Background: an optimization exercise with open tools, aiming at small area and a short achievable clock period. Do not read the settings as production practice. RTL that was checked went through simulation tests only; none was proved equivalent to the original. No functional check of the RTL was part of run 5. Power figures rest on the tool's default switching activity, not on a simulated workload.

==> flow/design.v <==
`timescale 1ns/1ps
module exec_core (
    input  logic        clk,
    input  logic        reset,
    input  logic        instr_valid,
    input  logic [31:0] instr,
    input  logic [31:0] instr_pc,
    output logic        wb_valid,
    output logic [2:0]  wb_addr,
    output logic [31:0] wb_data,
    output logic        branch_taken,
    output logic [31:0] branch_target
);
    logic [31:0] regs [8];
    logic [3:0]  flags;                                  
    logic [31:0] p_q, g_q;                               
    logic        cin_q;
    logic        wr_q, fl_q, ar_q, br_q, bc_q;           
    logic        sr_q, sl_q;                             
    logic [4:0]  amt_q;
    logic [2:0]  dest_q;
    logic [3:0]  cond_q;
    logic [32:0] c;                                      
    logic [31:0] sum, sh, res;
    always_comb begin
        logic [31:0] gg, pp;
        gg = g_q;
        pp = p_q;
        gg[0] = g_q[0] | (p_q[0] & cin_q);
        for (int d = 1; d < 32; d = d * 2) begin
            logic [31:0] ng, np;
            ng = gg; np = pp;
            for (int i = d; i < 32; i++) begin
                ng[i] = gg[i] | (pp[i] & gg[i-d]);
                np[i] = pp[i] & pp[i-d];
            end
            gg = ng; pp = np;
        end
        c = {gg, cin_q};
    end
    assign sum = p_q ^ c[31:0];
    assign sh  = p_q >> amt_q;
    always_comb begin
        res = sum & {32{~(sr_q | sl_q)}};
        for (int i = 0; i < 32; i++)
            res[i] = res[i] | (sr_q & sh[i]) | (sl_q & sh[31-i]);
    end
    logic cond_ok;
    always_comb begin
        case (cond_q)
            4'd0:  cond_ok = flags[2];
            4'd1:  cond_ok = ~flags[2];
            4'd2:  cond_ok = flags[1];
            4'd3:  cond_ok = ~flags[1];
            4'd4:  cond_ok = flags[3];
            4'd5:  cond_ok = ~flags[3];
            4'd6:  cond_ok = flags[0];
            4'd7:  cond_ok = ~flags[0];
            4'd8:  cond_ok = flags[1] & ~flags[2];
            4'd9:  cond_ok = ~flags[1] | flags[2];
            4'd10: cond_ok = flags[3] == flags[0];
            4'd11: cond_ok = flags[3] != flags[0];
            default: cond_ok = 1'b0;
        endcase
    end
    assign wb_valid      = wr_q;
    assign wb_addr       = dest_q;
    assign wb_data       = res;
    assign branch_taken  = br_q & (~bc_q | cond_ok);
    assign branch_target = res;
    logic [6:0]  op;
    logic [15:0] imm;
    logic [2:0]  dest, op1, op2;
    assign op   = instr[31:25];
    assign dest = instr[24:22];
    assign op1  = instr[21:19];
    assign op2  = instr[18:16];
    assign imm  = instr[15:0];
    logic is_mov, is_movt, is_clr, is_set, is_lsl, is_lsr, is_not;
    logic is_b, is_bcond, is_br, is_bra;
    logic alu_fn, is_arith, is_sub, sh_big;
    assign is_mov   = op == 7'b0000000;
    assign is_movt  = op == 7'b0000001;
    assign is_clr   = op == 7'b0000010;
    assign is_set   = op == 7'b0000011;
    assign is_lsl   = op == 7'b0000100;
    assign is_lsr   = op == 7'b0000101;
    assign is_not   = op == 7'b0110110;
    assign is_b     = op == 7'b1100000;
    assign is_bcond = op == 7'b1100001;
    assign is_br    = op == 7'b1100010;
    assign is_bra   = is_b | is_bcond | is_br;
    assign alu_fn   = ~op[6] & op[4] & (op[2:0] != 3'd0) & (op[2:0] <= 3'd5);
    assign is_arith = alu_fn & ~op[2] & (op[1:0] != 2'b11);    
    assign is_sub   = is_arith & ~op[0];
    assign sh_big   = |imm[15:5];
    logic wr_en;
    assign wr_en = alu_fn | is_not | (op[6:3] == 4'b0000 & op[2:0] <= 3'd5);
    logic [2:0]  ra1;
    logic        fwd1, fwd2;
    logic [31:0] rd1, rd2, a, b;
    assign ra1  = (is_mov | is_movt | is_br) ? dest : op1;     
    assign fwd1 = wr_q & (dest_q == ra1);
    assign fwd2 = wr_q & (dest_q == op2);
    assign rd1  = fwd1 ? res : regs[ra1];
    assign rd2  = fwd2 ? res : regs[op2];
    assign a    = (is_b | is_bcond) ? instr_pc : rd1;
    always_comb begin
        if (op[5] & ~op[6]) b = rd2;
        else if (op[6])     b = {{14{imm[15]}}, imm, 2'b00};     
        else if (is_movt)   b = {imm, imm};
        else                b = {16'd0, imm};
    end
    logic [3:0] tp_hi, tp_lo, tg;
    always_comb begin
        tp_hi = 4'b0000;                                 
        tg    = 4'b0000;
        if (is_arith | is_bra) begin
            tp_hi = is_sub ? 4'b1001 : 4'b0110;          
            tg    = is_sub ? 4'b0100 : 4'b1000;          
        end else if (alu_fn) begin
            case (op[2:0])
                3'd3:    tp_hi = 4'b1000;                
                3'd4:    tp_hi = 4'b1110;                
                default: tp_hi = 4'b0110;                
            endcase
        end
        if (is_not) tp_hi = 4'b0011;
        if (is_set) tp_hi = 4'b1111;
        if (is_lsr & ~sh_big) tp_hi = 4'b1100;           
        tp_lo = tp_hi;
        if (is_mov)  begin tp_hi = 4'b1100; tp_lo = 4'b1010; end
        if (is_movt) begin tp_hi = 4'b1010; tp_lo = 4'b1100; end
    end
    logic [31:0] p_d, g_d;
    always_comb begin
        for (int i = 0; i < 32; i++) begin
            p_d[i] = ((i >= 16) ? tp_hi[{a[i], b[i]}] : tp_lo[{a[i], b[i]}]) |
                     (is_lsl & ~sh_big & a[31-i]);                 
            g_d[i] = tg[{a[i], b[i]}];
        end
    end
    logic [31:0] wd;
    assign wd = res & {32{~reset}};
    always_ff @(posedge clk) begin
        for (int i = 0; i < 8; i++)
            if (reset | (wr_q & dest_q == i[2:0])) regs[i] <= wd;
    end
    always_ff @(posedge clk) begin
        if (reset) begin
            flags <= 4'd0;
            wr_q  <= 1'b0;
            br_q  <= 1'b0;
            fl_q  <= 1'b0;
        end else begin
            if (fl_q) begin
                flags[3] <= res[31];
                flags[2] <= res == 32'd0;
                if (ar_q) begin
                    flags[1] <= c[32];
                    flags[0] <= c[32] ^ c[31];
                end
            end
            wr_q <= instr_valid & wr_en;
            br_q <= instr_valid & is_bra;
            fl_q <= instr_valid & alu_fn & op[3];
        end
    end
    always_ff @(posedge clk) begin
        p_q    <= p_d;
        g_q    <= g_d;
        cin_q  <= is_sub;
        ar_q   <= is_arith;
        bc_q   <= is_bcond;
        sr_q   <= is_lsr & ~sh_big;
        sl_q   <= is_lsl & ~sh_big;
        amt_q  <= imm[4:0];
        dest_q <= dest;
        cond_q <= instr[24:21];
    end
endmodule
==> flow/run.sh <==
#!/bin/bash
# synth_recipe.tcl (not shown) runs the flow's synth.tcl, then flattens the netlist and writes it again
# the make line also repeats each setting of config.mk as NAME=value (left out here)
make -C /OpenROAD-flow-scripts/flow DESIGN_CONFIG=/design/flow/config.mk WORK_HOME=/design/flow/orfs CLKGATE_MAP_FILE= SYNTH_SCRIPT=/design/flow/synth_recipe.tcl finish
==> flow/config.mk <==
export PLATFORM = sky130hd
export DESIGN_NAME = exec_core
export DESIGN_NICKNAME = exec_core
export VERILOG_FILES = /design/flow/design.v
export SDC_FILE = /design/flow/constraint.sdc
export NUM_CORES = 4
export LEC_CHECK = 0
export CAP_MARGIN = 20
export CORE_MARGIN = 2
export CORE_UTILIZATION = 40
export PLACE_DENSITY = 0.6
export SETUP_SLACK_MARGIN = 5
export SLEW_MARGIN = 20
==> flow/constraint.sdc <==
create_clock -name core_clock -period 12.0 [get_ports {clk}]
set_input_delay 2.4000 -clock core_clock [delete_from_list [all_inputs] [get_ports {clk}]]
set_output_delay 2.4000 -clock core_clock [all_outputs]
set_load 0.01 [all_outputs]
==> out/results.ini, run 1 <==
[synthesis]
dominantRegCellSynth=edfxtp_1
synth_fp_nets=2467
synth.distinct_cells=89
ys_async_sr_fraction=0
avgSynthCellArea_um2=9.616
yosys_warnings=2
synth_edf_count=256
netlist_instances=2398
synth.top_cell.area_share=0.3334
ys_ff_latch=341
synth_seq_area_share=0.4072
syn_area_mm2=0.02306
synth_area_leaders=edfxtp_1 33%, mux2i_1 7.5%, dfxtp_1 7.4%
yosys.area.top_type=edfxtp_1

[layout]
multi_input_area_mm2=0.01248
syn_to_final_growth_pct=14.30
layout_commonest_cell=edfxtp_1
fill_cells=5305
drive_gt1_frac=0.1174
final_cell_mix=256 x edfxtp_1, 189 x nand2_1, 182 x o21ai_0
ff_latch_area_mm2=0.009397
final_nets=2474

[cts]
post_cts_buffers=0
cts_buffer_depth=3
root_buffer=clkbuf_16
cts_sinks=341
cts-hold-fix-buffers=0
cts_tree=built
htreeDepth=2
clock_latency_ns=0.60
cts_buffers=40
clkTransAtPathRegs_ns=0.06

[setup_path]
worstSetupPathType=flip-flop to output pin
cpPeakStageDelay_ns=0.68
crit_chain=o211ai_1 > a211oi_2 > o21ai_0 > buf_4 > a2111oi_1 > nor3_1 > o41a_1 > nand2_1 > clkdlybuf4s50_1
regToRegSetupSlack_ns=7.13
crit_path_top_delay_cell=dfxtp_1
crit_family=compound AO/OA/AOI/OAI gates
crit_fanout=8
crit_path_start_kind=flip-flop
critPathCaptureType=output pin
arrival_ns=4.58
crit_required_ns=9.60
path_buf_inv=2

[routing]
route.met2.wl_mm=46.44
top_layer_used=met5
met3_length_mm=12.90
drt-total-wl_mm=104.8
routedLengthMet1_mm=37.96
via_count=22240
ant_nets=0
first_iter_violations=3450
via_per_inst=6.946
detail_route.wl_per_cell_um=32.74
remaining_drc_errors=0
firstDrtPassIters=7

[timing]
clock_skew_ns=0.03349
maxSlewViolCount=0
tns_ns=0
worst_pin_slew_ns=1.272
max_clock_freq_mhz=143.2
maxSlewHeadroom=0.1304
final-setup-viol-count=0
finalHoldViolations=0
period_needed_ns=6.984
fin_crit_sh=0.5820
rsz0062_at_grt=no

[floorplanning]
dieArea_mm2=0.05958
dieHeight_um=244.1
core-area_mm2=0.05737
fp-row-count=88
die_w_um=244.1
io_pins=136
initial_core_util=0.4020

[status]
status=timing/DRC/antenna clean

[power]
p_total_mw=3.885
power.leakage_nw=9.417
ir_worst_vdd_v=0.0001140
p_per_area_mw_per_mm2=147.4

[flow_run]
maxCapViolCount=0

[hold_path]
hold_path.class=flip-flop to flip-flop

[global_routing]
grt_pass1_vias=21070
grt_usage=0.3417
grt_pass1_wl_mm=149.3
grt_overflow_total=0
grt_max_degree=64
antenna_found_initial=2

[placement]
port_buffers=135
gp_congestion=1.029
dpl.hpwl_mm=72.94

[final timing paths]
check / startpoint / end / cells after the start
min reg2reg: ar_q$_DFF_P_ / flags[1]$_SDFFE_PP0P_ / 1
min: ar_q$_DFF_P_ / flags[1]$_SDFFE_PP0P_ / 1
max: p_q[2]$_DFF_P_ / branch_target[27] / 9
max reg2reg: amt_q[2]$_DFF_P_ / flags[2]$_SDFFE_PP0P_ / 12
[cell usage after synthesis (all sizes together) (15+ instances only)]
| cell type | number |
|---|---|
| mux4 | 68 |
| nand2b | 21 |
| a22oi | 55 |
| inv | 46 |
| buf | 82 |
| nor2b | 42 |
| o22ai | 64 |
| o211ai | 29 |
| o21ai | 186 |
| xnor2 | 15 |
| or3 | 25 |
| nor3 | 52 |
| o221ai | 20 |
| nor2 | 185 |
| nand3 | 38 |
| a21oi | 171 |
| mux2i | 173 |
| nand2 | 190 |
| nand4 | 20 |
| dfxtp | 85 |
| edfxtp | 256 |
| a21o | 18 |
| a221oi | 48 |
| mux2 | 26 |
| and3 | 21 |
| a211oi | 43 |
| clkbuf | 161 |
| o21a | 22 |
[power breakdown]
| group | internal [mW] | total, mW | switching, mW |
|---|---|---|---|
| clock | 0.806 | 1.33 | 0.527 |
| combinational | 0.380 | 1.03 | 0.645 |
| sequential | 1.40 | 1.53 | 0.126 |
| total | 2.59 | 3.89 | 1.30 |
[per-layer routing]
metal  up-vias  global-route usage
met5         -                   0
met4         4              0.2143
met3       371             0.07825
met2      1768              0.5276
met1     10770              0.4337
li1       9330                   -
[metrics by stage]
step           instance area (µm²)  utilization  hold WS, ns  setup slack (ns)  cells
3_3_place_gp                 24860       0.4333       0.4944             4.054   3128
2_1_floorplan                23060            -       0.4762             6.413   2398
3_5_place_dp                 24860       0.4333       0.5190             3.983   3128
5_1_grt                      26360       0.4594       0.5345             5.030   3201
4_1_cts                      26310       0.4587       0.5178             5.023   3201
6_report                     26360       0.4595       0.5206             5.016   3202
[layout make-up]
type                    instances  share of cell area
well taps                     765             0.03631
flip-flops and latches        341              0.3565
inverters                      50            0.007120
repair buffers                208             0.07173
multi-input cells            1764              0.4736
clock inverters                25             0.01476
diodes                          1          0.00009494
clock buffers                  48             0.03987
[flip-flops by register name, summed over array words and instances (netlist names), 3 cells and up]
signal,count
amt_q,5
regs,256
g_q,32
p_q,32
cond_q,3
flags,4
[cells by family (layout without fill, tap and decap cells)]
family | count (synthesis) | after routing | share of synthesized area
compound gates | 813 | 813 | 0.2359
xor+xnor | 19 | 19 | 0.007217
buf+inv | 293 | 331 | 0.05621
mux | 267 | 267 | 0.1550
simple gates | 663 | 663 | 0.1374
other cells | 0 | 1 | 0
fa+ha+maj | 2 | 2 | 0.001085
flops | 341 | 341 | 0.4072
[what timing repair did]
item | 4_1_cts | 5_1_grt
pin swaps | 0 | 0
resized for setup | 8 | 12
endpoints found under the setup margin | 41 | 49
==> run 2, diff against run 1 <==
--- a/flow/config.mk
+++ b/flow/config.mk
@@ -11,3 +11,2 @@
 export PLACE_DENSITY = 0.6
-export SETUP_SLACK_MARGIN = 5
 export SLEW_MARGIN = 20
==> run 2 against run 1 <==
Effect of this change: critical endpoint is now p_q[3]$_DFF_P_; global-route usage hardly changed; sequential power hardly changed; largest power group unchanged; highest routed layer unchanged; via count is 0.25% lower.
==> out/results.ini, run 2 <==
[global_routing]
grt_pass1_wl_mm=149.4
grt_usage=0.3420
grt_overflow_total=0
grt_max_degree=64
grt_pass1_vias=21020
antenna_found_initial=2

[flow_run]
maxCapViolCount=0

[floorplanning]
io_pins=136
die_w_um=244.1
dieHeight_um=244.1
core-area_mm2=0.05737
initial_core_util=0.4020
dieArea_mm2=0.05958
fp-row-count=88

[synthesis]
dominantRegCellSynth=edfxtp_1
avgSynthCellArea_um2=9.616
synth_seq_area_share=0.4072
yosys-top-cells-count=256 x edfxtp_1, 190 x nand2_1, 185 x nor2_1
ys_ff_latch=341
synth_edf_count=256
yosys_warnings=2
synth_area_leaders=edfxtp_1 33%, mux2i_1 7.5%, dfxtp_1 7.4%
synth_fp_nets=2467
synth.distinct_cells=89
netlist_instances=2398
yosys.area.top_type=edfxtp_1
ys_async_sr_fraction=0
synth.most_common_cell=edfxtp_1
synth.top_cell.area_share=0.3334
syn_area_mm2=0.02306

[routing]
drt-total-wl_mm=104.5
remaining_drc_errors=0
top_layer_used=met5
routedLengthMet1_mm=38.43
first_iter_violations=3451
route.met2.wl_mm=45.96
detail_route.wl_per_cell_um=32.64
via_count=22190
met3_length_mm=12.29
ant_nets=0
firstDrtPassIters=6
via_per_inst=6.929

[power]
ir_worst_vdd_v=0.0001131
internal_power_mw=2.586
p_comb_frac=0.263
power_frac_clock=0.344
power.leakage_nw=9.383
p_total_mw=3.880
p_sw_frac=0.3336
pwr-share-seq=0.393
p_per_area_mw_per_mm2=147.5
switchingPower_mw=1.295

[timing]
final-setup-viol-count=0
rsz0062_at_grt=no
fin_crit_sh=0.6317
finalHoldViolations=0
period_needed_ns=7.581
worst_pin_slew_ns=1.192
maxSlewHeadroom=0.1848
max_clock_freq_mhz=131.9
maxSlewViolCount=0
clock_skew_ns=0.03171
tns_ns=0

[layout]
final_nets=2474
layout_commonest_cell=edfxtp_1
final_cell_mix=256 x edfxtp_1, 190 x nand2_1, 182 x o21ai_0, 182 x nor2_1, 169 x a21oi_1
fill_cells=5294
largest_reg_flops=256
top_register=regs
reg.largest.list=regs: 256 flops, g_q: 32 flops, p_q: 32 flops
syn_to_final_growth_pct=14.04
drive_gt1_frac=0.1125

[setup_path]
arrival_ns=8.00
crit_path_start_kind=input pin
critPathCaptureType=flip-flop
crit_path_top_delay_cell=clkdlybuf4s50_1
worstSetupPathType=input pin to flip-flop
crit_family=simple AND/OR/NAND/NOR gates
crit_chain=clkdlybuf4s50_1 > or3_1 > a21oi_4 > mux2i_4 > buf_4 > buf_4 > xnor2_1 > and3_1 > nor2_1 > o21ai_0 > o21ai_0 > or3_1 > o211ai_1
cpPeakStageDelay_ns=0.90
crit_required_ns=12.42
crit_fanout=39
path_buf_inv=3

[cts]
htreeDepth=2
cts_tree=built
clkTransAtPathRegs_ns=0.06
cts-hold-fix-buffers=0
root_buffer=clkbuf_16
cts_buffers=40
cts_sinks=341
cts_buffer_depth=3
clock_latency_ns=0.60
cts_resized=0
post_cts_buffers=0

[status]
status=timing/DRC/antenna clean

[placement]
dpl.hpwl_mm=72.94
gp_congestion=1.029
port_buffers=135

[hold_path]
hold_path.class=flip-flop to flip-flop

run 2: final timing paths:
kind	slack [ns]	endpoint	start	cells after the start
setup / recovery	4.42	p_q[3]$_DFF_P_	instr[31]	13
hold / removal	0.53	flags[1]$_SDFFE_PP0P_	ar_q$_DFF_P_	1
setup reg to reg	6.63	flags[2]$_SDFFE_PP0P_	amt_q[2]$_DFF_P_	10
hold reg to reg	0.53	flags[1]$_SDFFE_PP0P_	ar_q$_DFF_P_	1
run 2: cell families after synthesis:
group,count (synthesis),synth area share
adders and majority gates,2,0.001085
buffers and inverters,293,0.05621
AOI/OAI and AO/OA,813,0.2359
and+or+nand+nor,663,0.1374
DFF,341,0.4072
muxes,267,0.1550
xor gates and xnor gates,19,0.007217
run 2: worst register-to-register path, delay by kind of cell, from the launching register on:
| family | cells | cell delay [ns] |
|---|---|---|
| AOI/OAI and AO/OA | 4 | 1.92 |
| and+or+nand+nor | 4 | 1.89 |
| buffers and inverters | 2 | 1.20 |
| DFF | 1 | 0.31 |
run 2: layout make-up:
cell class / instances / area (µm²) / area share
diodes: 1 / 2.502 / 0.00009516
clock buffers: 48 / 1051 / 0.03997
clock inverters: 25 / 389.1 / 0.01480
inverters: 50 / 187.7 / 0.007137
multi-input cells: 1764 / 12430 / 0.4728
flip-flops and latches: 341 / 9394 / 0.3572
well taps: 765 / 957.2 / 0.03640
repair buffers: 208 / 1882 / 0.07156
run 2: metal layers:
layer,vias to the layer above,track usage
met1,10760,0.4331
met4,4,0.2093
met5,-,0
met3,402,0.08099
met2,1695,0.5296
li1,9321,-
run 2: power groups by stage:
| stage | clock, mW | combinational, mW | sequential (mW) |
|---|---|---|---|
| 2_1_floorplan | 0 | 0.620 | 1.46 |
| 3_3_place_gp | 0 | 0.975 | 1.54 |
| 3_5_place_dp | 0 | 0.981 | 1.54 |
| 4_1_cts | 1.34 | 0.986 | 1.52 |
| 5_1_grt | 1.39 | 1.06 | 1.53 |
| 6_report | 1.33 | 1.02 | 1.53 |
run 2: per-stage QoR:
| step | util | hold WS [ns] | instances | setup WS (ns) | cell area, µm² |
|---|---|---|---|---|---|
| 4_1_cts | 0.4584 | 0.5178 | 3201 | 4.574 | 26300 |
| 2_1_floorplan | - | 0.4762 | 2398 | 6.413 | 23060 |
| 3_3_place_gp | 0.4333 | 0.4944 | 3128 | 4.054 | 24860 |
| 6_report | 0.4584 | 0.5251 | 3202 | 4.419 | 26300 |
| 5_1_grt | 0.4584 | 0.5348 | 3201 | 4.045 | 26300 |
| 3_5_place_dp | 0.4333 | 0.5190 | 3128 | 3.983 | 24860 |
==> run 3, diff against run 2 <==
--- a/flow/config.mk
+++ b/flow/config.mk
@@ -10,2 +10,3 @@
 export CORE_UTILIZATION = 40
+export CTS_BUF_LIST = sky130_fd_sc_hd__clkbuf_4 sky130_fd_sc_hd__clkbuf_8
 export PLACE_DENSITY = 0.6
==> run 3 against run 2 <==
Effect of this change: die area stayed put; routed wire length rose by 0.18%; maximum frequency down 1.1%; hold slack lost 0.0093 ns; final cell count is 1.0% higher; largest power group unchanged; cell area decreased by 0.98%; non-clock buffer count is 1 higher; synthesized area unchanged; critical path type unchanged.
==> out/results.ini, run 3 <==
[layout]
layout_commonest_cell=edfxtp_1
final_cell_mix=256 x edfxtp_1, 190 x nand2_1, 182 x o21ai_0, 182 x nor2_1, 169 x a21oi_1
fill_cells=5345
reg.largest.list=regs: 256 flops, g_q: 32 flops, p_q: 32 flops
syn_to_final_growth_pct=12.92
largest_reg_flops=256
drive_gt1_frac=0.1232
final_nets=2494
fin_area_mm2=0.02604
top_register=regs

[floorplanning]
core-area_mm2=0.05737
initial_core_util=0.4020
dieHeight_um=244.1
die_w_um=244.1
fp-row-count=88
dieArea_mm2=0.05958
io_pins=136

[routing]
remaining_drc_errors=0
via_count=22280
drt-total-wl_mm=104.7
ant_nets=0
via_per_inst=6.888
detail_route.wl_per_cell_um=32.37
first_iter_violations=3403
firstDrtPassIters=9

[setup_path]
regToRegSetupSlack_ns=6.95
critPathCaptureType=flip-flop
path_buf_inv=3
regToRegEndpoint=flags[2]$_SDFFE_PP0P_
arrival_ns=8.16
crit_path_top_delay_cell=nor2_1
worstSetupPathType=input pin to flip-flop
crit_path_start_kind=input pin
r2r_start=amt_q[2]$_DFF_P_
crit_family=simple AND/OR/NAND/NOR gates
crit_required_ns=12.50
reg2regPathDepth=12
crit_chain=clkdlybuf4s50_1 > or3_1 > a21oi_4 > mux2i_4 > buf_4 > buf_4 > xnor2_1 > and3_1 > nor2_1 > o21ai_0 > o21ai_0 > or3_1 > o211ai_1
crit_fanout=39
cpPeakStageDelay_ns=0.96
cp.depth=13

[synthesis]
yosys_warnings=2
avgSynthCellArea_um2=9.616
syn_area_mm2=0.02306
yosys-top-cells-count=256 x edfxtp_1, 190 x nand2_1, 185 x nor2_1
ys_async_sr_fraction=0
ys_ff_latch=341
synth.top_cell.area_share=0.3334
dominantRegCellSynth=edfxtp_1
synth_area_leaders=edfxtp_1 33%, mux2i_1 7.5%, dfxtp_1 7.4%
synth.distinct_cells=89
synth_edf_count=256
synth_fp_nets=2467
synth.most_common_cell=edfxtp_1
synth_seq_area_share=0.4072
netlist_instances=2398
yosys.area.top_type=edfxtp_1

[timing]
worst_pin_slew_ns=1.187
tns_ns=0
maxSlewViolCount=0
period_needed_ns=7.666
finalHoldViolations=0
rsz0062_at_grt=no
clock_skew_ns=0.06415
final-setup-viol-count=0
maxSlewHeadroom=0.2061
max_clock_freq_mhz=130.4
fin_crit_sh=0.6388

[cts]
htreeDepth=2
cts_resized=0
cts_sinks=341
clkTransAtPathRegs_ns=0.06
post_cts_buffers=0
cts_tree=built
root_buffer=clkbuf_8
cts_buffer_depth=3
clock_latency_ns=0.71
cts_buffers=59
cts-hold-fix-buffers=0

[placement]
port_buffers=135
place_area_mm2=0.02486
dpl.hpwl_mm=72.94
gp_congestion=1.029

[power]
ir_worst_vdd_v=0.00009085
p_sw_frac=0.3516
switchingPower_mw=1.280
internal_power_mw=2.360
power.leakage_nw=9.310
power_frac_clock=0.300
p_per_area_mw_per_mm2=139.8
p_comb_frac=0.281
pwr-share-seq=0.419

[hold_path]
hold_start=ar_q$_DFF_P_
whs_path_depth=1
hold_path.class=flip-flop to flip-flop
min_to=flags[1]$_SDFFE_PP0P_

[global_routing]
grt_max_degree=64
grt_pass1_wl_mm=149.4
grt_usage=0.3416
grt_overflow_total=0
grt_pass1_vias=21080
antenna_found_initial=2

[flow_run]
maxCapViolCount=0

[status]
status=timing/DRC/antenna clean

[run 3: cell counts after synthesis]
Identical to the previous run, type by type.
[run 3: power groups by stage]
stage          logic, mW  registers, mW  clock network (mW)
6_report            1.02           1.53                1.09
5_1_grt             1.06           1.53                1.15
4_1_cts            0.986           1.52                1.10
3_5_place_dp       0.981           1.54                   0
3_3_place_gp       0.975           1.54                   0
2_1_floorplan      0.620           1.46                   0
[run 3: cell families (layout without fill, tap and decap cells)]
group / after synthesis / in the layout / share of synthesized area
xor+xnor: 19 / 19 / 0.007217
other cells: 0 / 1 / 0
compound gates: 813 / 813 / 0.2359
buf+inv: 293 / 363 / 0.05621
fa+ha+maj: 2 / 2 / 0.001085
simple gates: 663 / 663 / 0.1374
mux: 267 / 267 / 0.1550
flops: 341 / 341 / 0.4072
[run 3: worst max path at each step]
stage,start,end,slack (ns)
finish,instr[31],p_q[3]$_DFF_P_,4.33
global route,instr[31],p_q[15]$_DFF_P_,4.14
CTS,instr[31],p_q[3]$_DFF_P_,4.67
detailed placement,instr[31],p_q[15]$_DFF_P_,3.98
global placement,instr[31],p_q[3]$_DFF_P_,4.05
floorplan,instr[26],p_q[20]$_DFF_P_,6.41
[run 3: cell type report]
cell class | instances | area, µm² | area share
tap | 765 | 957.2 | 0.03676
antenna | 1 | 2.502 | 0.00009610
clock buffer | 76 | 939.7 | 0.03609
multi-input combinational | 1764 | 12440 | 0.4776
clock inverter | 28 | 232.7 | 0.008938
timing repair buffer | 209 | 1889 | 0.07256
sequential | 341 | 9394 | 0.3608
inverter | 50 | 187.7 | 0.007208
[run 3: layer usage]
layer	vias to the layer above	part of all wire	global-route usage	routed length [µm]
met1	10720	0.37	0.4255	38230
met3	432	0.12	0.08692	12510
met4	2	0.082	0.2391	8595
met5	-	0.00012	0	13
li1	9357	-	-	-
met2	1764	0.43	0.5186	45350
[run 3: stage by stage]
stage	hold slack, ns	util	power, mW	std cells	setup WS (ns)
2_1_floorplan	0.4762	-	2.084	2398	6.413
3_3_place_gp	0.4944	0.4333	2.513	3128	4.054
3_5_place_dp	0.5190	0.4333	2.521	3128	3.983
4_1_cts	0.5174	0.4537	3.599	3232	4.669
5_1_grt	0.5360	0.4539	3.742	3234	4.140
6_report	0.5158	0.4539	3.639	3234	4.334
==> run 4, diff against run 3 <==
==> flow/flow/run.sh (new file) <==
#!/bin/bash
# Standard layout, with plain buffers on the ports and setup repair aimed below the clock period.
set -euo pipefail
bash standard.sh "BUFFER_PORTS_ARGS=-buffer_cell sky130_fd_sc_hd__buf_2" "SETUP_SLACK_MARGIN=7" finish > standard_flow.log 2>&1
==> flow/standard.sh (new file) <==
#!/bin/bash
# synth_recipe.tcl (not shown) runs the flow's synth.tcl, then flattens the netlist and writes it again
# the make line also repeats each setting of config.mk as NAME=value (left out here)
make -C /OpenROAD-flow-scripts/flow DESIGN_CONFIG=/design/flow/config.mk WORK_HOME=/design/flow/orfs CLKGATE_MAP_FILE= SYNTH_SCRIPT=/design/flow/synth_recipe.tcl "${@:-finish}"
--- a/flow/config.mk
+++ b/flow/config.mk
@@ -10,3 +10,2 @@
 export CORE_UTILIZATION = 40
-export CTS_BUF_LIST = sky130_fd_sc_hd__clkbuf_4 sky130_fd_sc_hd__clkbuf_8
 export PLACE_DENSITY = 0.6
removed: flow/run.sh
==> run 4 against run 3 <==
Effect of this change: sequential share of layout area down 5.7 points; critical path type is now flip-flop to output pin; routed wire length up 15%; setup slack better by 2.1 ns; first-iteration DRC count up 12%; non-clock buffer count up 263; clock skew down 0.038 ns; register-to-register slack better by 0.48 ns; via count up 9.0%; final cell count up 7.2%; largest power group unchanged.
==> out/results.ini, run 4 <==
[cts]
cts_buffers=40
clkTransAtPathRegs_ns=0.06
cts_tree=built
htreeDepth=2
cts-hold-fix-buffers=0
clock_latency_ns=0.59
cts_sinks=341
cts_buffer_depth=3
root_buffer=clkbuf_16

[global_routing]
grt_pass1_wl_mm=168.4
grt_max_degree=46
grt_overflow_total=0
antenna_found_initial=4
grt_pass1_vias=22870
grt_usage=0.3892

[timing]
fin_crit_sh=0.4679
period_needed_ns=5.615
clock_skew_ns=0.02655
worst_pin_slew_ns=1.243
final-setup-viol-count=0
max_clock_freq_mhz=178.1
tns_ns=0
worst_slack_ns=6.385
rsz0062_at_grt=yes
maxSlewHeadroom=0.1675
finalHoldViolations=0
maxSlewViolCount=0

[power]
p_per_area_mw_per_mm2=133.0
internal_power_mw=2.676
power_frac_clock=0.292
p_comb_frac=0.340
ir_worst_vdd_v=0.0001357
power.leakage_nw=11.54
switchingPower_mw=1.478
p_sw_frac=0.3558
pwr-share-seq=0.368

[synthesis]
yosys.area.top_type=edfxtp_1
syn_area_mm2=0.02306
ys_ff_latch=341
synth_edf_count=256
yosys_warnings=2
synth_seq_area_share=0.4072
synth.most_common_cell=edfxtp_1
netlist_instances=2398
synth_fp_nets=2467
synth_area_leaders=edfxtp_1 33%, mux2i_1 7.5%, dfxtp_1 7.4%
synth.distinct_cells=89
synth.top_cell.area_share=0.3334
dominantRegCellSynth=edfxtp_1
ys_async_sr_fraction=0
yosys-top-cells-count=256 x edfxtp_1, 190 x nand2_1, 185 x nor2_1
avgSynthCellArea_um2=9.616

[layout]
top_register=regs
drive_gt1_frac=0.3674
reg.largest.list=regs: 256 flops, g_q: 32 flops, p_q: 32 flops
layout_commonest_cell=edfxtp_1
utilization=0.5445
fill_cells=4957
largest_reg_flops=256
fin_area_mm2=0.03123
syn_to_final_growth_pct=35.44
n_antenna_cell=0
final_nets=2741
final_cell_mix=256 x edfxtp_1, 222 x buf_4, 173 x nand2_1

[setup_path]
reg2regPathDepth=15
arrival_ns=3.22
crit_path_start_kind=flip-flop
crit_start=p_q[2]$_DFF_P_
worstSetupPathType=flip-flop to output pin
r2r_start=amt_q[1]$_DFF_P_
regToRegEndpoint=flags[2]$_SDFFE_PP0P_
critPathCaptureType=output pin
crit_required_ns=9.60
crit_fanout=8
regToRegSetupSlack_ns=7.43

[floorplanning]
die_w_um=244.1
core-area_mm2=0.05737
io_pins=136
fp-row-count=88
initial_core_util=0.4020
dieArea_mm2=0.05958
dieHeight_um=244.1

[placement]
port_buffers=135
dpl.hpwl_mm=75.37
gp_congestion=1.035
place_area_mm2=0.02437
place_ws_ns=4.784

[hold_path]
whs_path_depth=1
hold_path.class=flip-flop to flip-flop
hold_start=ar_q$_DFF_P_
min_to=flags[0]$_SDFFE_PP0P_

[routing]
drt-total-wl_mm=120.6
firstDrtPassIters=9
first_iter_violations=3823
ant_nets=0
remaining_drc_errors=0
via_count=24290
via_per_inst=7.003
detail_route.wl_per_cell_um=34.77

[status]
status=timing/DRC/antenna clean

[flow_run]
maxCapViolCount=0

==> run 4: cell counts after synthesis <==
No cell type changed its count.
==> run 4: cell families (layout without fill, tap and decap cells) <==
group | after synthesis | count (layout) | share of synthesized area
buffers and inverters | 293 | 595 | 0.05621
XOR/XNOR | 19 | 19 | 0.007217
adder cells (fa/ha/maj) | 2 | 2 | 0.001085
AO/OA/AOI/OAI | 813 | 813 | 0.2359
flip-flops | 341 | 341 | 0.4072
multiplexers | 267 | 268 | 0.1550
AND/OR/NAND/NOR | 663 | 665 | 0.1374
==> run 4: how the worst max path moves through the flow <==
stage | end | slack (ns) | cells past startpoint
floorplan | p_q[6]$_DFF_P_ | 6.83 | 11
global placement | p_q[2]$_DFF_P_ | 4.90 | 12
detailed placement | p_q[2]$_DFF_P_ | 4.78 | 12
CTS | wb_data[12] | 6.39 | 11
global route | branch_target[30] | 6.33 | 8
finish | branch_target[17] | 6.38 | 9
==> run 4: repair_timing <==
item / in CTS / in global routing
setup endpoints to repair: 129 / 109
gates cloned: 19 / 2
setup buffers: 160 / 91
gates resized for setup: 416 / 265
pin swaps: 85 / 114
==> run 4: routing by layer <==
layer	share of wire	wire length (µm)	vias to the layer above	GRT usage
met3	0.13	15740	589	0.1107
li1	-	-	9860	-
met1	0.35	42020	11740	0.4760
met4	0.091	10920	4	0.2819
met5	0.00023	28	-	0
met2	0.43	51880	2091	0.5878
==> run 4: power groups by stage <==
stage	clock network (mW)	logic (mW)	registers [mW]
after floorplan	0	0.640	1.46
after global placement	0	0.959	1.53
after detailed placement	0	0.966	1.53
after CTS	1.22	1.22	1.51
after global routing	1.27	1.45	1.53
final	1.21	1.41	1.53
==> run 4: through the flow <==
step                      std cells  total power, mW  hold slack [ns]
after global routing           3468            4.253           0.5595
after floorplan                2398            2.104           0.4762
after CTS                      3375            3.957           0.5135
after detailed placement       3123            2.497           0.5064
final                          3468            4.154           0.5224
after global placement         3123            2.488           0.4938
==> run 4: cell type report <==
cell class / count / area [µm²] / share of cell area
tap: 765 / 957.2 / 0.03065
inverter: 50 / 237.7 / 0.007612
timing repair buffer: 472 / 4657 / 0.1491
clock buffer: 49 / 1076 / 0.03445
clock inverter: 24 / 211.5 / 0.006770
multi-input combinational: 1767 / 14620 / 0.4680
sequential: 341 / 9477 / 0.3034
==> run 4: critical path: stages (launching register included) <==
cell and delay [ns]:
dfxtp_4 0.41, a21oi_2 0.38, a211oi_4 0.15, or4_4 0.52, a41oi_4 0.24, xnor2_2 0.12
a2111oi_4 0.32, buf_6 0.19, clkinvlp_4 0.14, buf_6 0.15
==> run 5, diff against run 4 <==
--- a/flow/design.v
+++ b/flow/design.v
@@ -98,16 +98,35 @@
     assign wr_en = alu_fn | is_not | (op[6:3] == 4'b0000 & op[2:0] <= 3'd5);
-    logic [2:0]  ra1;
+    logic        use_dest, use_pc, use_rd2;
+    logic [7:0]  dec_d, dec_1, dec_2, stale, sel1, sel2;
     logic        fwd1, fwd2;
-    logic [31:0] rd1, rd2, a, b;
-    assign ra1  = (is_mov | is_movt | is_br) ? dest : op1;     
-    assign fwd1 = wr_q & (dest_q == ra1);
-    assign fwd2 = wr_q & (dest_q == op2);
-    assign rd1  = fwd1 ? res : regs[ra1];
-    assign rd2  = fwd2 ? res : regs[op2];
-    assign a    = (is_b | is_bcond) ? instr_pc : rd1;
-    always_comb begin
-        if (op[5] & ~op[6]) b = rd2;
-        else if (op[6])     b = {{14{imm[15]}}, imm, 2'b00};     
-        else if (is_movt)   b = {imm, imm};
-        else                b = {16'd0, imm};
+    logic [31:0] a, b, bimm;
+    assign use_dest = is_mov | is_movt | is_br;          
+    assign use_pc   = is_b | is_bcond;
+    assign use_rd2  = op[5] & ~op[6];
+    always_comb begin
+        for (int i = 0; i < 8; i++) begin
+            dec_d[i] = dest == i[2:0];
+            dec_1[i] = op1 == i[2:0];
+            dec_2[i] = op2 == i[2:0];
+            stale[i] = wr_q & (dest_q == i[2:0]);
+        end
+        for (int i = 0; i < 8; i++) begin
+            sel1[i] = ~use_pc & (use_dest ? dec_d[i] : dec_1[i]) & ~stale[i];
+            sel2[i] = use_rd2 & dec_2[i] & ~stale[i];
+        end
+        fwd1 = ~use_pc & |((use_dest ? dec_d : dec_1) & stale);
+        fwd2 = use_rd2 & |(dec_2 & stale);
+    end
+    always_comb begin
+        a = ({32{fwd1}} & res) | ({32{use_pc}} & instr_pc);
+        b = ({32{fwd2}} & res) | ({32{~use_rd2}} & bimm);
+        for (int i = 0; i < 8; i++) begin
+            a = a | ({32{sel1[i]}} & regs[i]);
+            b = b | ({32{sel2[i]}} & regs[i]);
+        end
+    end
+    always_comb begin
+        if (op[6])        bimm = {{14{imm[15]}}, imm, 2'b00};   
+        else if (is_movt) bimm = {imm, imm};
+        else              bimm = {16'd0, imm};
     end
--- a/flow/config.mk
+++ b/flow/config.mk
@@ -10,2 +10,3 @@
 export CORE_UTILIZATION = 40
+export CTS_BUF_LIST = sky130_fd_sc_hd__clkbuf_4 sky130_fd_sc_hd__clkbuf_8
 export PLACE_DENSITY = 0.6
==> run 5 against run 4 <==
Effect of this change: still clean; clock power down 14%; clock skew increased by 0.014 ns; maximum frequency fell by 4.0%; final cell count fell by 17%; sequential cell count unchanged; hold slack gained 0.0012 ns; sequential power shrank 3%; sequential share of layout area is 5.7 points higher; first-iteration DRC count grew 6.2%; synthesized area down 11%; combinational power is about 40% lower; die area shrank 11%; largest power group unchanged.
==> out/results.ini, run 5 <==
[synthesis]
avgSynthCellArea_um2=10.61
synth_edf_count=256
ys_async_sr_fraction=0
synth_seq_area_share=0.4569
synth.distinct_cells=94
yosys-top-cells-count=256 x edfxtp_1, 135 x clkbuf_1, 133 x nand2_1
synth_area_leaders=edfxtp_1 37%, dfxtp_1 8.3%, mux2i_1 4.9%
synth.most_common_cell=edfxtp_1
netlist_instances=1937
synth_fp_nets=2006
syn_area_mm2=0.02055
yosys_warnings=2
synth.top_cell.area_share=0.3741
ys_ff_latch=341
dominantRegCellSynth=edfxtp_1
yosys.area.top_type=edfxtp_1

[routing]
ant_nets=0
first_iter_violations=4060
via_per_inst=7.186
via_count=20610
detail_route.wl_per_cell_um=34.42
remaining_drc_errors=0
firstDrtPassIters=7
drt-total-wl_mm=98.73

[timing]
tns_ns=0
fin_crit_sh=0.4876
final-setup-viol-count=0
clock_skew_ns=0.04060
maxSlewHeadroom=0.2292
rsz0062_at_grt=yes
finalHoldViolations=0
period_needed_ns=5.851
max_clock_freq_mhz=170.9
worst_pin_slew_ns=1.154
maxSlewViolCount=0

[power]
p_sw_frac=0.3236
p_comb_frac=0.251
power_frac_clock=0.309
internal_power_mw=2.273
power.leakage_nw=9.468
pwr-share-seq=0.440
p_per_area_mw_per_mm2=127.8
ir_worst_vdd_v=0.0001059
switchingPower_mw=1.087

[placement]
dpl.hpwl_mm=59.80
place_area_mm2=0.02181
port_buffers=135
gp_congestion=0.9539

[layout]
fill_cells=4524
multi_input_area_mm2=0.01149
layout_commonest_cell=edfxtp_1
syn_to_final_growth_pct=27.98
ff_latch_area_mm2=0.009467
top_register=regs
final_nets=2213
drive_gt1_frac=0.3568
largest_reg_flops=256
final_cell_mix=256 x edfxtp_1, 161 x buf_4, 124 x nand2_1
reg.largest.list=regs: 256 flops, g_q: 32 flops, p_q: 32 flops
utilization=0.5147
fin_area_mm2=0.02630

[hold_path]
hold_path.class=flip-flop to flip-flop

[cts]
cts_sinks=341
root_buffer=clkbuf_8
cts_buffers=56
clkTransAtPathRegs_ns=0.06
clock_latency_ns=0.66
cts_buffer_depth=3
htreeDepth=2
cts_tree=built

[global_routing]
grt_usage=0.3578
grt_overflow_total=0
grt_pass1_wl_mm=138.5
grt_max_degree=47
antenna_found_initial=4
grt_pass1_vias=19490

[floorplanning]
fp-row-count=83
die_w_um=230.6
dieArea_mm2=0.05320
io_pins=136
core-area_mm2=0.05109
dieHeight_um=230.6
initial_core_util=0.4021

[setup_path]
arrival_ns=3.45
crit_family=compound AO/OA/AOI/OAI gates
crit_path_start_kind=flip-flop
cp_common_cell=ha_4
worstSetupPathType=flip-flop to output pin
regToRegSetupSlack_ns=7.80
crit_chain=ha_4 > or2_4 > ha_4 > o211ai_1 > buf_4 > a211oi_4 > nor2_4 > o2111ai_4 > nand2_2 > xor2_1 > o221a_4 > clkinvlp_4 > buf_6
crit_path_top_delay_cell=a211oi_4
crit_fanout=3
cpPeakStageDelay_ns=0.44
critPathCaptureType=output pin
crit_required_ns=9.60
path_buf_inv=3

[status]
status=timing/DRC/antenna clean

[flow_run]
maxCapViolCount=0

run 5: worst register-to-register path, stage by stage (launching register included):
cell,delay [ns]
dfxtp_4,0.47
buf_12,0.17
mux4_2,0.55
buf_6,0.14
mux2i_4,0.17
a21oi_4,0.10
a22oi_2,0.24
o21ai_1,0.15
a21o_1,0.21
buf_8,0.15
buf_4,0.14
buf_4,0.18
or4_1,0.50
or4_1,0.41
nor4_1,0.40
a21o_1,0.16
run 5: layout make-up:
cell class	instances	share of cell area
diodes	2	0.0001903
clock buffers	78	0.03797
clock inverters	22	0.005424
inverters	46	0.008707
multi-input cells	1349	0.4371
flip-flops and latches	341	0.3600
well taps	680	0.03235
repair buffers	350	0.1182
run 5: what timing repair did:
action / 4_1_cts / 5_1_grt
setup endpoints to repair: 129 / 111
cloned: 13 / 2
pin swaps: 67 / 58
gates resized for setup: 284 / 135
hold buffers: 0 / 0
buffers inserted: 106 / 34
run 5: worst paths after layout:
check | startpoint | end | cells past startpoint
worst max-delay path | p_q[0]$_DFF_P_ | branch_target[30] | 13
worst min-delay path | ar_q$_DFF_P_ | flags[1]$_SDFFE_PP0P_ | 1
worst max register to register | amt_q[1]$_DFF_P_ | flags[2]$_SDFFE_PP0P_ | 15
worst min register to register | ar_q$_DFF_P_ | flags[1]$_SDFFE_PP0P_ | 1
run 5: power by group through the flow:
stage | sequential (mW) | combinational (mW) | clock (mW)
6_report | 1.48 | 0.843 | 1.04
5_1_grt | 1.48 | 0.866 | 1.10
4_1_cts | 1.47 | 0.756 | 1.05
3_5_place_dp | 1.49 | 0.605 | 0
3_3_place_gp | 1.49 | 0.602 | 0
2_1_floorplan | 1.43 | 0.392 | 0
run 5: cell families after synthesis:
kind of cell / after synthesis / share of synthesized area
multiplexers: 177 / 0.1128
AO/OA/AOI/OAI: 643 / 0.2435
adder cells (fa/ha/maj): 2 / 0.001218
XOR/XNOR: 24 / 0.01023
flip-flops: 341 / 0.4569
AND/OR/NAND/NOR: 501 / 0.1198
buffers and inverters: 249 / 0.05548
run 5: per-stage QoR:
| stage | std cells | hold WS, ns | power [mW] | worst slack [ns] |
|---|---|---|---|---|
| global route | 2866 | 0.5541 | 3.446 | 6.132 |
| global placement | 2611 | 0.4949 | 2.089 | 5.554 |
| CTS | 2830 | 0.5187 | 3.274 | 6.245 |
| detailed placement | 2611 | 0.5093 | 2.092 | 5.485 |
| floorplan | 1937 | 0.4762 | 1.825 | 6.933 |
| finish | 2868 | 0.5236 | 3.360 | 6.149 |
run 5: routing by layer:
metal	global-route usage	vias to the layer above	share of wire
met5	0	-	0.00030
met1	0.4741	10030	0.36
met3	0.09536	458	0.14
met4	0.2020	6	0.073
met2	0.5295	1893	0.42
li1	-	8224	-
==> run 6, diff against run 5 <==
--- a/flow/design.v
+++ b/flow/design.v
@@ -102,4 +102,4 @@
     logic [31:0] a, b, bimm;
-    assign use_dest = is_mov | is_movt | is_br;          
-    assign use_pc   = is_b | is_bcond;
+    assign use_dest = ~op[4] & ~op[2];                   
+    assign use_pc   = op[6] & ~op[1];
     assign use_rd2  = op[5] & ~op[6];
@@ -128,5 +128,5 @@
     always_comb begin
-        if (op[6])        bimm = {{14{imm[15]}}, imm, 2'b00};   
-        else if (is_movt) bimm = {imm, imm};
-        else              bimm = {16'd0, imm};
+        if (op[6])       bimm = {{14{imm[15]}}, imm, 2'b00};    
+        else if (~op[4]) bimm = {imm, imm};                      
+        else             bimm = {16'd0, imm};
     end
--- a/flow/config.mk
+++ b/flow/config.mk
@@ -13 +13,2 @@
 export SLEW_MARGIN = 20
+export TNS_END_PERCENT = 0
==> run 6 against run 5 <==
Effect of this change: routed wire length shrank 4.9%; core utilization shrank 3.8 points; via count shrank 2.0%; largest power group unchanged; hold slack gained 0.015 ns; clock power is essentially flat; critical endpoint is now wb_data[15]; clock-buffer cell count shrank 12; combinational power shrank 6.9%; still clean; non-clock buffer count shrank 83; maximum frequency grew 3.9%; register-to-register slack lost 0.08 ns; first-iteration DRC count shrank 3.3%.
==> out/results.ini, run 6 <==
[timing]
worst_pin_slew_ns=1.213
clock_skew_ns=0.04430
finalHoldViolations=0
fin_crit_sh=0.4694
rsz0062_at_grt=yes
maxSlewViolCount=0
max_clock_freq_mhz=177.5
final-setup-viol-count=0
tns_ns=0
maxSlewHeadroom=0.1836
period_needed_ns=5.633

[synthesis]
yosys.area.top_type=edfxtp_1
synth.distinct_cells=85
synth_edf_count=256
synth_area_leaders=edfxtp_1 37%, dfxtp_1 8.1%, mux2i_1 6.4%
synth.top_cell.area_share=0.3678
ys_ff_latch=341
dominantRegCellSynth=edfxtp_1
syn_area_mm2=0.02090
yosys-top-cells-count=256 x edfxtp_1, 151 x clkbuf_1, 133 x mux2i_1
ys_async_sr_fraction=0
synth_fp_nets=2051
synth.most_common_cell=edfxtp_1
avgSynthCellArea_um2=10.55
synth_seq_area_share=0.4492
yosys_warnings=2
netlist_instances=1982

[floorplanning]
core-area_mm2=0.05151
io_pins=136
die_w_um=232.6
dieHeight_um=232.6
initial_core_util=0.4058
dieArea_mm2=0.05410
fp-row-count=83

[layout]
reg.largest.list=regs: 256 flops, g_q: 32 flops, p_q: 32 flops
layout_commonest_cell=edfxtp_1
syn_to_final_growth_pct=17.41
utilization=0.4764
final_nets=2160
final_cell_mix=256 x edfxtp_1, 129 x buf_2, 128 x mux2i_1
largest_reg_flops=256
top_register=regs
drive_gt1_frac=0.2652

[power]
p_per_area_mw_per_mm2=133.8
power.leakage_nw=8.902
p_total_mw=3.284
ir_worst_vdd_v=0.00009125

[routing]
ant_nets=0
drt-total-wl_mm=93.93
firstDrtPassIters=11
first_iter_violations=3924
via_per_inst=7.170
remaining_drc_errors=0
detail_route.wl_per_cell_um=33.36
via_count=20190

[hold_path]
whs_path_depth=2
hold_start=flags[3]$_SDFFE_PP0P_
hold_path.class=flip-flop to flip-flop
min_to=flags[3]$_SDFFE_PP0P_

[cts]
htreeDepth=2
cts-hold-fix-buffers=0
clkTransAtPathRegs_ns=0.06
root_buffer=clkbuf_8
cts_buffer_depth=3
clock_latency_ns=0.63
cts_tree=built
cts_buffers=51
cts_sinks=341

[setup_path]
r2r_start=amt_q[1]$_DFF_P_
crit_required_ns=9.60
worstSetupPathType=flip-flop to output pin
regToRegSetupSlack_ns=7.72
crit_start=amt_q[1]$_DFF_P_
arrival_ns=3.23
reg2regPathDepth=12
crit_fanout=19
crit_path_start_kind=flip-flop
regToRegEndpoint=flags[2]$_SDFFE_PP0P_
critPathCaptureType=output pin

[global_routing]
antenna_found_initial=6
grt_pass1_wl_mm=134.0
grt_pass1_vias=19190
grt_max_degree=50
grt_overflow_total=0
grt_usage=0.3374

[status]
status=timing/DRC/antenna clean

[flow_run]
maxCapViolCount=0

[placement]
gp_congestion=1.044
dpl.hpwl_mm=59.61
port_buffers=135

## run 6: routing by layer
layer  wire, µm  global-route usage
met1      34370              0.4352
met4       6174              0.1807
met3      12370             0.08701
met5         27                   0
met2      40990              0.5193
## run 6: report_power, final
| group | switching [mW] | internal [mW] | leakage [nW] |
|---|---|---|---|
| logic | 0.500 | 0.285 | 4.97 |
| registers | 0.0954 | 1.38 | 3.34 |
| clock network | 0.467 | 0.554 | 0.590 |
| total | 1.06 | 2.22 | 8.90 |
## run 6: how the worst max path moves through the flow
stage | depth (start not counted) | endpoint | slack, ns
final | 9 | wb_data[15] | 6.37
after global routing | 9 | branch_target[15] | 6.34
after CTS | 13 | branch_target[31] | 6.38
after detailed placement | 8 | wb_data[23] | 5.77
after global placement | 8 | branch_target[23] | 5.81
after floorplan | 10 | wb_data[11] | 6.95
## run 6: through the flow
step	setup slack (ns)	hold slack [ns]	cell area, µm²	std cells
floorplan	6.950	0.4957	20910	1982
global placement	5.814	0.5096	22160	2654
detailed placement	5.773	0.5409	22170	2654
CTS	6.385	0.5513	24200	2797
global route	6.339	0.5898	24530	2814
finish	6.368	0.5384	24540	2816
## run 6: repair_timing
item,in CTS,in global routing
gates cloned,4,2
gates resized for setup,117,37
setup endpoints to repair,94,119
buffers inserted,43,15
pin swaps,29,12
## run 6: final cells by class
class / count / area, µm²
Clock buffer: 66 / 852.1
Tap cell: 680 / 850.8
Clock inverter: 30 / 245.2
Timing Repair Buffer: 267 / 1962
Antenna cell: 2 / 5.005
Fill cell: 4839 / 26970
Timing Repair inverter: 1 / 7.507
Inverter: 50 / 201.4
Sequential cell: 341 / 9447
Multi-Input combinational cell: 1379 / 10970
## run 6: cell families after synthesis
| family | synth area share |
|---|---|
| fa+ha+maj | 0.001197 |
| simple gates | 0.1174 |
| buf+inv | 0.05465 |
| compound gates | 0.2378 |
| flops | 0.4492 |
| xor+xnor | 0.007123 |
| mux | 0.1327 |
## run 6: worst max-delay path: stages, from the launching register on
cell	delay [ns]
dfxtp_4	0.43
buf_12	0.13
buf_16	0.17
mux2i_1	0.34
o22ai_1	0.25
o31a_1	0.47
a2111oi_2	0.43
buf_4	0.21
inv_1	0.07
buf_2	0.14
==> run 7, diff against run 6 <==
--- a/flow/design.v
+++ b/flow/design.v
@@ -19,3 +19,3 @@
     logic        sr_q, sl_q;                             
-    logic [4:0]  amt_q;
+    logic [3:0]  amt_q;                                  
     logic [2:0]  dest_q;
@@ -41,3 +41,3 @@
     assign sum = p_q ^ c[31:0];
-    assign sh  = p_q >> amt_q;
+    assign sh  = p_q >> amt_q;                           
     always_comb begin
@@ -148,3 +148,3 @@
         if (is_set) tp_hi = 4'b1111;
-        if (is_lsr & ~sh_big) tp_hi = 4'b1100;           
+        if (is_lsr & ~sh_big & ~imm[4]) tp_hi = 4'b1100;  
         tp_lo = tp_hi;
@@ -157,3 +157,6 @@
             p_d[i] = ((i >= 16) ? tp_hi[{a[i], b[i]}] : tp_lo[{a[i], b[i]}]) |
-                     (is_lsl & ~sh_big & a[31-i]);                 
+                     (is_lsl & ~sh_big & ~imm[4] & a[31-i]);
+            if (i < 16)
+                p_d[i] = p_d[i] | (is_lsr & ~sh_big & imm[4] & a[i+16]) |
+                                  (is_lsl & ~sh_big & imm[4] & a[15-i]);
             g_d[i] = tg[{a[i], b[i]}];
@@ -195,3 +198,3 @@
         sl_q   <= is_lsl & ~sh_big;
-        amt_q  <= imm[4:0];
+        amt_q  <= imm[3:0];
         dest_q <= dest;
==> run 7 against run 6 <==
Effect of this change: still clean; synthesized cell count shrank 3.0%; cell area shrank 6.4%; sequential cell count is 1 lower; via count shrank 5.4%; hold slack got worse by 0.036 ns; synthesized area shrank 3.9%; clock skew down 0.0014 ns; first-iteration DRC count decreased by 15%; power is 2.9% higher; setup slack got worse by 0.19 ns; critical path type unchanged.
==> out/results.ini, run 7 <==
[placement]
dpl.hpwl_mm=58.02
gp_congestion=0.9689
port_buffers=135
place_ws_ns=6.029

[layout]
utilization=0.4607
syn_to_final_growth_pct=14.37
drive_gt1_frac=0.2270
layout_commonest_cell=edfxtp_1
final_cell_mix=256 x edfxtp_1, 134 x buf_2, 124 x nand2_1
fill_cells=4741
reg.largest.list=regs: 256 flops, g_q: 32 flops, p_q: 32 flops
top_register=regs
largest_reg_flops=256
final_nets=2062

[setup_path]
cpPeakStageDelay_ns=0.44
crit_fanout=16
worstSetupPathType=flip-flop to output pin
regToRegSetupSlack_ns=7.91
crit_required_ns=9.60
arrival_ns=3.42
reg2regPathDepth=10
crit_path_start_kind=flip-flop
crit_path_top_delay_cell=a32oi_1
regToRegEndpoint=p_q[28]$_DFF_P_
crit_start=p_q[16]$_DFF_P_
critPathCaptureType=output pin
crit_chain=a211oi_1 > o211ai_1 > a32oi_1 > o311ai_4 > buf_4 > o21ai_0 > and3b_1 > inv_1 > buf_2
r2r_start=amt_q[1]$_DFF_P_

[cts]
htreeDepth=2
cts-hold-fix-buffers=0
clkTransAtPathRegs_ns=0.07
cts_tree=built
cts_buffer_depth=3
cts_sinks=340
clock_latency_ns=0.67
cts_buffers=55
root_buffer=clkbuf_8

[synthesis]
avgSynthCellArea_um2=10.44
ys_ff_latch=340
dominantRegCellSynth=edfxtp_1
netlist_instances=1923
synth_area_leaders=edfxtp_1 38%, dfxtp_1 8.4%, mux2i_1 4.7%
synth.distinct_cells=96
yosys_warnings=2
syn_area_mm2=0.02008
synth_edf_count=256
yosys.area.top_type=edfxtp_1
synth.most_common_cell=edfxtp_1
synth_fp_nets=1992
synth_seq_area_share=0.4665
synth.top_cell.area_share=0.3828
yosys-top-cells-count=256 x edfxtp_1, 125 x nand2_1, 119 x clkbuf_1
ys_async_sr_fraction=0

[routing]
drt-total-wl_mm=88.49
via_count=19100
remaining_drc_errors=0
first_iter_violations=3326
ant_nets=0
via_per_inst=7.034
firstDrtPassIters=9
detail_route.wl_per_cell_um=32.59

[floorplanning]
fp-row-count=82
initial_core_util=0.4028
die_w_um=228.1
core-area_mm2=0.04986
dieArea_mm2=0.05202
dieHeight_um=228.1
io_pins=136

[global_routing]
gr-usage-met1=0.4197
grt_usage=0.3280
grt_pass1_vias=18370
grt_max_degree=47
grt_pass1_wl_mm=126.5
antenna_found_initial=4
global_route.usage.met2=0.4996
grt-busiest-layer=met2
grt_util_met3=0.09113
grt_overflow_total=0

[timing]
rsz0062_at_grt=yes
period_needed_ns=5.822
max_clock_freq_mhz=171.8
tns_ns=0
final-setup-viol-count=0
maxSlewHeadroom=0.3000
worst_pin_slew_ns=1.039
clock_skew_ns=0.04290
worst_slack_ns=6.178
fin_crit_sh=0.4851
finalHoldViolations=0
maxSlewViolCount=0

[power]
p_total_mw=3.378
power.leakage_nw=8.546
p_per_area_mw_per_mm2=147.1
ir_worst_vdd_v=0.0001150

[hold_path]
hold_start=flags[2]$_SDFFE_PP0P_
hold_path.class=flip-flop to flip-flop
min_to=flags[2]$_SDFFE_PP0P_
whs_path_depth=2

[status]
status=timing/DRC/antenna clean

[flow_run]
maxCapViolCount=0

-- run 7: cells by family (layout without fill, tap and decap cells) --
| family | count (synthesis) | count (layout) | synth area share |
|---|---|---|---|
| xor gates and xnor gates | 27 | 27 | 0.01177 |
| DFF | 340 | 340 | 0.4665 |
| other | 0 | 3 | 0 |
| and+or+nand+nor | 507 | 507 | 0.1245 |
| muxes | 152 | 152 | 0.09806 |
| AOI/OAI and AO/OA | 640 | 640 | 0.2407 |
| adders and majority gates | 2 | 2 | 0.001246 |
| buffers and inverters | 255 | 372 | 0.05725 |
-- run 7: timing repair --
action	4_1_cts	5_1_grt
setup buffers	14	2
endpoints found under the setup margin	85	103
pin swaps	20	7
resized for setup	80	8
cloned	1	0
-- run 7: per-stage QoR --
stage,cells,cell area (µm²),hold WS (ns)
final,2715,22970,0.5020
after global placement,2589,21200,0.4913
after CTS,2710,22920,0.5006
after global routing,2712,22960,0.5481
after detailed placement,2591,21230,0.4923
after floorplan,1923,20080,0.4358
-- run 7: worst max-delay path, delay by kind of cell, from the launching register on --
family / cells / cell delay (ns)
flip-flops: 1 / 0.42
AND/OR/NAND/NOR: 1 / 0.42
buffers and inverters: 3 / 0.53
AO/OA/AOI/OAI: 5 / 1.39
-- run 7: worst max-delay path by stage --
stage / end / depth (start not counted) / slack [ns]
global route: branch_target[18] / 14 / 6.15
global placement: p_q[9]$_DFF_P_ / 11 / 5.96
CTS: branch_target[18] / 14 / 6.22
floorplan: wb_data[30] / 12 / 7.02
detailed placement: p_q[6]$_DFF_P_ / 11 / 6.03
finish: wb_data[27] / 9 / 6.18
-- run 7: final cells by class --
type                    instances  area [µm²]  share of cell area
diodes                          3       7.507           0.0003268
clock buffers                  70       894.6             0.03895
clock inverters                34       315.3             0.01373
inverters                      59       230.2             0.01002
multi-input cells            1328        9955              0.4334
flip-flops and latches        340        9403              0.4094
well taps                     672       840.8             0.03661
repair buffers                209        1324             0.05763
-- run 7: power breakdown --
group	total (mW)	leakage (nW)	internal, mW	switching, mW
sequential	1.52	3.33	1.40	0.123
combinational	0.750	4.59	0.258	0.491
clock	1.11	0.630	0.620	0.486
-- run 7: metal layers --
metal | vias to the layer above | share of wire
li1 | 7808 | -
met1 | 9291 | 0.37
met2 | 1631 | 0.44
met5 | - | 0.00049
met4 | 6 | 0.062
met3 | 360 | 0.13
==> run 8, diff against run 7 <==
==> flow/flow/run.sh (replaced) <==
#!/bin/bash
# Standard layout, with plain buffers on the ports, a clock tree of fewer, larger leaf clusters
# and setup repair aimed below the clock period.
set -euo pipefail
bash standard.sh "BUFFER_PORTS_ARGS=-buffer_cell sky130_fd_sc_hd__buf_2" "SETUP_SLACK_MARGIN=7" \
  "CTS_ARGS=-sink_clustering_enable -repair_clock_nets -sink_clustering_size 20 -sink_clustering_max_diameter 60 -buf_list {sky130_fd_sc_hd__clkbuf_8} -dont_use_dummy_load" \
  finish > standard_flow.log 2>&1
--- a/flow/config.mk
+++ b/flow/config.mk
@@ -10,3 +10,2 @@
 export CORE_UTILIZATION = 40
-export CTS_BUF_LIST = sky130_fd_sc_hd__clkbuf_4 sky130_fd_sc_hd__clkbuf_8
 export PLACE_DENSITY = 0.6
==> run 8 against run 7 <==
Effect of this change: still clean on timing, DRC and antenna; sequential power about the same; sequential share of layout area increased by 1.6 points; final cell count decreased by 2.9%; global-route usage decreased by 0.44 points; non-clock buffer count unchanged; core utilization decreased by 1.7 points; setup slack improved by 0.0049 ns; clock-buffer cell count decreased by 42; cell area decreased by 3.7%; clock skew increased by 0.012 ns; clock power decreased by 48%; critical path type unchanged; largest power group unchanged.
==> out/results.ini, run 8 <==
[routing]
via_per_inst=7.137
first_iter_violations=3396
via_count=18820
detail_route.wl_per_cell_um=33.41
drt-total-wl_mm=88.11
firstDrtPassIters=9
ant_nets=0
remaining_drc_errors=0

[timing]
fin_crit_sh=0.4847
finalHoldViolations=0
worst_slack_ns=6.183
max_clock_freq_mhz=171.9
maxSlewHeadroom=0.2654
rsz0062_at_grt=yes
period_needed_ns=5.817
tns_ns=0
worst_pin_slew_ns=1.090
maxSlewViolCount=0
clock_skew_ns=0.05530
final-setup-viol-count=0

[setup_path]
worstSetupPathType=flip-flop to output pin
crit_path_top_delay_cell=mux4_2
arrival_ns=3.42
regToRegEndpoint=p_q[28]$_DFF_P_
crit_required_ns=9.60
crit_chain=buf_12 > mux4_2 > mux2i_1 > nand2_1 > o21ai_0 > o22ai_1 > a21oi_2 > inv_1 > buf_2
reg2regPathDepth=10
crit_end=wb_data[11]
crit_fanout=20
critPathCaptureType=output pin
regToRegSetupSlack_ns=7.86
cpPeakStageDelay_ns=0.54
r2r_start=amt_q[1]$_DFF_P_
crit_start=amt_q[1]$_DFF_P_
crit_path_start_kind=flip-flop

[layout]
drive_gt1_frac=0.2057
syn_to_final_growth_pct=10.17
top_register=regs
reg.largest.list=regs: 256 flops, g_q: 32 flops, p_q: 32 flops
final_cell_mix=256 x edfxtp_1, 134 x buf_2, 124 x nand2_1
largest_reg_flops=256
fill_cells=4779
final_nets=2035
layout_commonest_cell=edfxtp_1
utilization=0.4437

[synthesis]
synth_edf_count=256
yosys.area.top_type=edfxtp_1
avgSynthCellArea_um2=10.44
syn_area_mm2=0.02008
dominantRegCellSynth=edfxtp_1
synth_fp_nets=1992
yosys_warnings=2
synth_seq_area_share=0.4665
synth.most_common_cell=edfxtp_1
netlist_instances=1923
synth.top_cell.area_share=0.3828
yosys-top-cells-count=256 x edfxtp_1, 125 x nand2_1, 119 x clkbuf_1
ys_async_sr_fraction=0
synth_area_leaders=edfxtp_1 38%, dfxtp_1 8.4%, mux2i_1 4.7%
ys_ff_latch=340
synth.distinct_cells=96

[placement]
port_buffers=135
dpl.hpwl_mm=58.02
place_ws_ns=6.029
gp_congestion=0.9689

[floorplanning]
io_pins=136
fp-row-count=82
core-area_mm2=0.04986
dieArea_mm2=0.05202
initial_core_util=0.4028
dieHeight_um=228.1
die_w_um=228.1

[global_routing]
grt_pass1_vias=18000
grt_overflow_total=0
grt_pass1_wl_mm=125.3
antenna_found_initial=5
grt_usage=0.3236
grt_max_degree=47

[cts]
cts_tree=built
cts_buffer_depth=3
root_buffer=clkbuf_8
htreeDepth=1
clock_latency_ns=0.67
cts-hold-fix-buffers=0
cts_buffers=28
cts_sinks=340
clkTransAtPathRegs_ns=0.11

[power]
p_per_area_mw_per_mm2=128.8
p_total_mw=2.850
power.leakage_nw=8.111
ir_worst_vdd_v=0.00009089

[hold_path]
hold_path.class=flip-flop to flip-flop

[flow_run]
maxCapViolCount=0

[status]
status=timing/DRC/antenna clean

run 8: cell counts after synthesis:
Identical to the previous run, type by type.
run 8: routing by layer:
| metal | up-vias | routed length [µm] | global-route usage |
|---|---|---|---|
| li1 | 7703 | - | - |
| met2 | 1606 | 39130 | 0.5019 |
| met4 | 2 | 4790 | 0.1612 |
| met3 | 317 | 11330 | 0.08038 |
| met1 | 9191 | 32850 | 0.4219 |
| met5 | - | 8 | 0 |
run 8: kinds of logic after synthesis:
logic type,synth area share
simple gates,0.1245
fa+ha+maj,0.001246
buf+inv,0.05725
xor+xnor,0.01177
flops,0.4665
compound gates,0.2407
mux,0.09806
run 8: worst max-delay path, delay by kind of cell, from the launching register on:
kind            cells  cell delay [ns]
buf+inv             3             0.61
mux                 2             0.87
simple gates        1             0.08
compound gates      3             0.77
flops               1             0.39
run 8: power by group:
group          internal [mW]  leakage [nW]  switching (mW)
sequential              1.40          3.33           0.124
clock                  0.207         0.201           0.373
combinational          0.258          4.58           0.491
total                   1.86          8.11           0.988
run 8: stage by stage:
step	hold WS, ns	cell area, µm²	cells
4_1_cts	0.5074	22080	2634
6_report	0.5069	22130	2637
2_1_floorplan	0.4358	20080	1923
3_5_place_dp	0.4923	21230	2591
5_1_grt	0.5554	22120	2636
3_3_place_gp	0.4913	21200	2589
run 8: what timing repair did:
item / CTS / global route
gates cloned: 1 / 0
buffers inserted: 14 / 2
pin swaps: 19 / 6
endpoints found under the setup margin: 88 / 105
resized for setup: 78 / 10
run 8: worst min path at each step:
stage	from	to	slack, ns	cells past startpoint
after global placement	flags[2]$_SDFFE_PP0P_	flags[2]$_SDFFE_PP0P_	0.49	2
after CTS	flags[2]$_SDFFE_PP0P_	flags[2]$_SDFFE_PP0P_	0.51	2
after global routing	flags[2]$_SDFFE_PP0P_	flags[2]$_SDFFE_PP0P_	0.56	2
after floorplan	flags[2]$_SDFFE_PP0P_	flags[2]$_SDFFE_PP0P_	0.44	2
final	flags[2]$_SDFFE_PP0P_	flags[2]$_SDFFE_PP0P_	0.51	2
after detailed placement	flags[2]$_SDFFE_PP0P_	flags[2]$_SDFFE_PP0P_	0.49	2
run 8: final cells by class:
type,count,area [µm²],share of cell area
antenna,1,2.502,0.0001131
clock buffer,28,385.4,0.01742
inverter,59,230.2,0.01040
multi-input combinational,1328,9940,0.4492
sequential,340,9404,0.4250
tap,672,840.8,0.03800
timing repair buffer,209,1324,0.05983

-- static timing again, ports no longer ideal --
Ports are ideal in the flow. The routed layouts listed here were re-timed in OpenROAD. Step 1 sets driving cells, clkbuf_16 on the clock port and buf_2 on the other inputs (assumed; they add their load-dependent delay and slew). Step 2 also shifts input and output timing later by t, the mid clock arrival at the registers, as if the neighbouring blocks saw the same clock. a / b / c = ideal ports / drivers / drivers and shift; a / b = the first two.
run | t (ns) | setup WS [ns] | pins driven straight from the clock port
run 1 | 0.641 | 5.016 / 4.957 / 4.626 | 1
run 2 | 0.643 | 4.419 / 4.451 / 3.808 | 1
run 3 | 0.737 | 4.334 / 4.370 / 3.633 | 1
run 4 | 0.633 | 6.385 / 6.326 / 6.231 | 1
run 5 | 0.698 | 6.149 / 6.095 / 6.376 | 1
run 6 | 0.654 | 6.368 / 6.317 / 5.805 | 1
run 7 | 0.704 | 6.178 / 6.125 / 5.793 | 1
run 8 | 0.690 | 6.183 / 6.133 / 5.815 | 1
After both steps setup and hold are still met in every run listed. For run 3, which loses most, drivers alone change the setup slack by +0.036 ns; drivers and shift together by -0.701 ns.
